This is an optimization exercise on Yosys and OpenROAD, whose aim is small area, a short achievable clock period and few clock cycles per item, not a production implementation. In this exercise RTL edits were held to simulation tests only and were not proved equivalent to the original. Power is estimated from default activity; no workload was simulated.

// sobel_stream
module sobel_stream #(
    parameter int WIDTH = 128,
    parameter int DEPTH = 128,
    parameter int PIX_W = 8
) (
    input  logic             ClkPort,
    input  logic             Reset,
    input  logic [PIX_W-1:0] threshold,
    input  logic             in_valid,
    output logic             in_ready,
    input  logic [PIX_W-1:0] in_pixel,
    output logic             out_valid,
    input  logic             out_ready,
    output logic             out_edge,
    output logic             out_first,
    output logic             out_last
);
    localparam int CW  = $clog2(WIDTH);
    localparam int RW  = $clog2(DEPTH);
    localparam int LW  = CW + 1;
    localparam int CAP = 5;                  
    localparam int OW  = $clog2(CAP + 1);
    localparam int FD  = CAP - 1;            
    localparam int FW  = $clog2(FD);
    localparam logic [CW-1:0] COL_LAST = CW'(WIDTH - 1);
    localparam logic [RW-1:0] ROW_LAST = RW'(DEPTH - 1);
    logic             acc, cons, hv, h0, in_first;
    logic [PIX_W-1:0] pix_q, thr_q;
    logic in_ready_n, out_valid_n;
    assign acc = in_valid && !in_ready_n;
    always_ff @(posedge ClkPort) begin
  ...
For scale: roughly 2800 cells after synthesis, ~2200 flip-flops, ~25 I/O pins.
==> flow/config.mk <==
export PLATFORM = sky130hd
export DESIGN_NAME = sobel_stream
export DESIGN_NICKNAME = sobel_stream
export VERILOG_FILES = /design/flow/design.v
export SDC_FILE = /design/flow/constraint.sdc
export NUM_CORES = 4
export LEC_CHECK = 0
export ABC_CLOCK_PERIOD_IN_PS = 3000
export CAP_MARGIN = 20
export CORE_MARGIN = 2
export CORE_UTILIZATION = 65
export PLACE_DENSITY = 0.75
export SLEW_MARGIN = 20
==> flow/constraint.sdc <==
create_clock -name core_clock -period 9.0 [get_ports {ClkPort}]
set_input_delay 1.8000 -clock core_clock [delete_from_list [all_inputs] [get_ports {ClkPort}]]
set_output_delay 1.8000 -clock core_clock [all_outputs]
set_load 0.01 [all_outputs]
standard.sh (not shown) runs the stock make flow with config.mk's settings and CLKGATE_MAP_FILE= SYNTH_SCRIPT=/design/flow/synth_recipe.tcl, a recipe that flattens the netlist after the stock synthesis.
==> flow/flow/run.sh <==
#!/bin/bash
# Standard layout, with the standard synthesis run on its own first, then the rest of the
# flow with a larger setup repair margin, plain buffers on the ports and no dummy clock loads.
set -euo pipefail
bash standard.sh synth > synth.log 2>&1
bash standard.sh SETUP_SLACK_MARGIN=6.3 \
  "BUFFER_PORTS_ARGS=-buffer_cell sky130_fd_sc_hd__buf_2" \
  "CTS_ARGS=-sink_clustering_enable -repair_clock_nets -sink_clustering_size 20 -sink_clustering_max_diameter 42 -dont_use_dummy_load -buf_list sky130_fd_sc_hd__clkbuf_8 -root_buf sky130_fd_sc_hd__clkbuf_16" \
  finish > layout.log 2>&1
The first run finished clean.
Testbench counts at the start, summed over its fixed seeds: cycles 263,224, pixels 262,144.
Then changed:
--- a/flow/flow/run.sh
+++ b/flow/flow/run.sh
@@ -8 +8 @@
-  "CTS_ARGS=-sink_clustering_enable -repair_clock_nets -sink_clustering_size 20 -sink_clustering_max_diameter 42 -dont_use_dummy_load -buf_list sky130_fd_sc_hd__clkbuf_8 -root_buf sky130_fd_sc_hd__clkbuf_16" \
+  "CTS_ARGS=-sink_clustering_enable -repair_clock_nets -sink_clustering_size 22 -sink_clustering_max_diameter 45 -dont_use_dummy_load -buf_list sky130_fd_sc_hd__clkbuf_8 -root_buf sky130_fd_sc_hd__clkbuf_16" \
=> Critical path depth does not change. First-iteration DRC count went up by 2.6%. Power drops by 0.72%. Worst setup slack gains 0.015 ns.
Then changed:
--- a/flow/flow/run.sh
+++ b/flow/flow/run.sh
@@ -8 +8 @@
-  "CTS_ARGS=-sink_clustering_enable -repair_clock_nets -sink_clustering_size 22 -sink_clustering_max_diameter 45 -dont_use_dummy_load -buf_list sky130_fd_sc_hd__clkbuf_8 -root_buf sky130_fd_sc_hd__clkbuf_16" \
+  "CTS_ARGS=-sink_clustering_enable -repair_clock_nets -sink_clustering_size 20 -sink_clustering_max_diameter 42 -dont_use_dummy_load -buf_list sky130_fd_sc_hd__clkbuf_8 -root_buf sky130_fd_sc_hd__clkbuf_16" \
CORE_UTILIZATION = 70   (was 65)
PLACE_DENSITY = 0.8   (was 0.75)
Effect: Global-route usage came out higher by 1.8 points. Combinational power came out lower by a little under a tenth. Count of clock-buffer cells in the layout came out higher by 7. Wire length came out higher by a few percent. Area after synthesis stays the same. Maximum frequency came out lower slightly. Cell area is about the same. Setup slack loses 0.013 ns. Sequential cell count does not change. First-iteration DRC count came out lower by a few percent.

## port drivers added, routing unchanged
The results above use ideal ports. As a check the final layouts listed here were re-extracted and re-timed, cells and wires unchanged. Step 1, drivers: a clkbuf_16 drives ClkPort and a buf_2 each remaining input, both assumed. Step 2, shift: input delay + t, output delay - t, t = (earliest + latest rising clock arrival at the registers) / 2. This alone moves slack from input paths to output paths. a / b / c = ideal / step 1 / step 2; a / b = the first two.
run | t (ns) | setup WS [ns] | worst slew at a driven data input, ns | cell pins on the clock port's net
the first run | 0.705 | 6.008 / 5.944 / 5.750 | 0.06 | 1
the second run | 0.692 | 6.023 / 5.960 / 5.750 | 0.07 | 1
the third run | 0.709 | 6.010 / 5.947 / 5.779 | 0.03 | 1
After both steps setup and hold are still met in every run listed. The setup slack of the second run, which loses most, moves by -0.063 ns with the drivers and by -0.273 ns with both steps.
